This design comes from an exercise in tuning for small area and a short achievable clock period on the open sky130 flow, not from production work.
Only simulation tests tie the RTL to the original design; equivalence was not proved.
Power figures rest on the tool's default switching activity, not on a simulated workload.

wip/cedar:
## gm_packet_hub
module gm_packet_hub
	(
	input logic system_clk,
	input logic rst_n,
	input logic round_start,
	input logic rx_empty,  
	input logic rx_waiting,
	input logic rx_wren,
	input logic proc_ready,
	input logic proc_ack,
	input logic proc_data_ready,
	input logic proc_done,
	input logic tx_ready,
	input logic [PB_AW-1:0] rx_address,
	input logic [PB_AW-1:0] tx_address,
	input logic [PB_DW-1:0] rx_data,
	input logic [PB_DW-1:0] proc_wdata,
	output logic move_packet,
	output logic send_ship,
	output logic proc_request,
	output logic proc_valid,
	output logic proc_irq,
	output logic [PB_DW-1:0] pb_q,
	output logic [PB_DW-1:0] proc_data,
	output logic [DEST_W-1:0] dest_address,
	output logic [PB_AW-1:0] player_base
	);
Size in the first run: about 8400 flip-flops, ~160 I/O pins, ~0.30 sq mm of cells after synthesis.
export LEC_CHECK = 0
export CAP_MARGIN = 20
export CORE_MARGIN = 2
export CORE_UTILIZATION = 55
export PLACE_DENSITY = 0.62
export SETUP_SLACK_MARGIN = 5
export SLEW_MARGIN = 20
export SYNTH_HIERARCHICAL = 1
export SYNTH_MEMORY_MAX_BITS = 16384
export TNS_END_PERCENT = 50
create_clock -name core_clock -period 11.0 [get_ports {system_clk}]
standard.sh (not shown) runs the stock make flow with config.mk's settings and CLKGATE_MAP_FILE= SYNTH_SCRIPT=/design/flow/synth_recipe.tcl, a recipe that flattens the netlist after the stock synthesis.
==> flow/flow/run.sh <==
#!/bin/bash
# Standard synthesis, then the standard ORFS layout steps with: a larger
# setup repair margin (timing repair keeps working past the 11 ns clock,
# aiming at a period near what the design can reach), resizing not held to
# the same cell footprint, buf_4 as the port buffers, and clock tree sink
# clusters of at most 22 sinks within 60 um with no dummy loads. Each
# step's full output goes to its own log in the work folder.
set -euo pipefail
bash standard.sh synth > synth.log 2>&1
bash standard.sh SETUP_SLACK_MARGIN=6.8 MATCH_CELL_FOOTPRINT=0 \
	"BUFFER_PORTS_ARGS=-buffer_cell sky130_fd_sc_hd__buf_4" \
	"CTS_ARGS=-sink_clustering_enable -repair_clock_nets -sink_clustering_size 22 -sink_clustering_max_diameter 60 -dont_use_dummy_load" \
	finish > layout.log 2>&1
wip/cedar ran in full, but the layout does not pass; the checks complain about antenna rules.
### wip/cedar -> wip/raven
- changing CORE_UTILIZATION from 55 to 60
- changing PLACE_DENSITY from 0.62 to 0.68
diff --git a/flow/flow/run.sh b/flow/flow/run.sh
--- a/flow/flow/run.sh
+++ b/flow/flow/run.sh
@@ -8,5 +8,5 @@
 set -euo pipefail
 bash standard.sh synth > synth.log 2>&1
-bash standard.sh SETUP_SLACK_MARGIN=6.8 MATCH_CELL_FOOTPRINT=0 \
+bash standard.sh SETUP_SLACK_MARGIN=6.75 MATCH_CELL_FOOTPRINT=0 \
 	"BUFFER_PORTS_ARGS=-buffer_cell sky130_fd_sc_hd__buf_4" \
 	"CTS_ARGS=-sink_clustering_enable -repair_clock_nets -sink_clustering_size 22 -sink_clustering_max_diameter 60 -dont_use_dummy_load" \
Notes after the runs:
- Share of total power consumed by net switching: wip/raven vs wip/cedar down 0.16 points
- The end of the critical path comes out u_packet_buffer.part_r[1][15]$_SDFF_PP0_ in one run and u_packet_buffer.part_r[2][5]$_SDFF_PP0_ in the other, namely in wip/raven and wip/cedar respectively.
- Comparing wip/raven and wip/cedar, the lower count of standard-cell rows is on wip/raven.
- Comparing net switching component of the power for wip/raven and wip/cedar, the bigger number came from wip/cedar.
- The wire length of the first global-routing pass of wip/raven falls short of that of wip/cedar by 4.4 mm.
- Diff wip/cedar -> wip/raven | multi-input combinational cell area | down by a few percent
- wip/raven against wip/cedar; number of instances resized during post-cts repair is down by a little under 10%.
- wip/raven was carried through to the last stage, and its layout satisfied the timing, design-rule and antenna checks.
- When the final numbers for wip/raven and wip/cedar were put side by side, the routed wire length turned out to be greater in wip/cedar.
### wip/raven -> wip/delta
diff --git a/flow/flow/run.sh b/flow/flow/run.sh
--- a/flow/flow/run.sh
+++ b/flow/flow/run.sh
@@ -8,5 +8,5 @@
 set -euo pipefail
 bash standard.sh synth > synth.log 2>&1
-bash standard.sh SETUP_SLACK_MARGIN=6.75 MATCH_CELL_FOOTPRINT=0 \
+bash standard.sh SETUP_SLACK_MARGIN=6.9 MATCH_CELL_FOOTPRINT=0 \
 	"BUFFER_PORTS_ARGS=-buffer_cell sky130_fd_sc_hd__buf_4" \
 	"CTS_ARGS=-sink_clustering_enable -repair_clock_nets -sink_clustering_size 22 -sink_clustering_max_diameter 60 -dont_use_dummy_load" \
Results
- Cmp wip/delta and wip/raven / total global routing track utilization / higher: wip/delta
- Total power (higher): wip/delta
- wip/raven → wip/delta: sequential share of cell area now sits lower; final cell count now sits higher.

## what the ideal ports hide
No port has a modelled driver above. Below, the same layouts with a new extraction and two added sets of constraints.
Step 1: set_driving_cell puts a clkbuf_16 on system_clk and a buf_2 on each other input, an assumption about the parent block.
Step 2 times the ports against the registers' clock, not the clock port: input delays grow and output delays shrink by t, the midpoint of the rising clock arrivals with the driver on.
Slacks: ideal / step 1 / step 2; pairs: ideal / step 1.
| run | t, ns | setup WS [ns] | worst setup path after step 2 | worst data-port slew with drivers (ns) |
|---|---|---|---|---|
| wip/cedar | 1.200 | 6.464 / 6.470 / 5.352 | input to register | 0.32 |
| wip/raven | 1.193 | 6.495 / 6.503 / 5.399 | input to register | 0.08 |
| wip/delta | 1.194 | 6.535 / 6.511 / 5.425 | input to register | 0.09 |
For wip/cedar, which loses most, drivers alone change the setup slack by +0.006 ns; drivers and shift together by -1.112 ns.
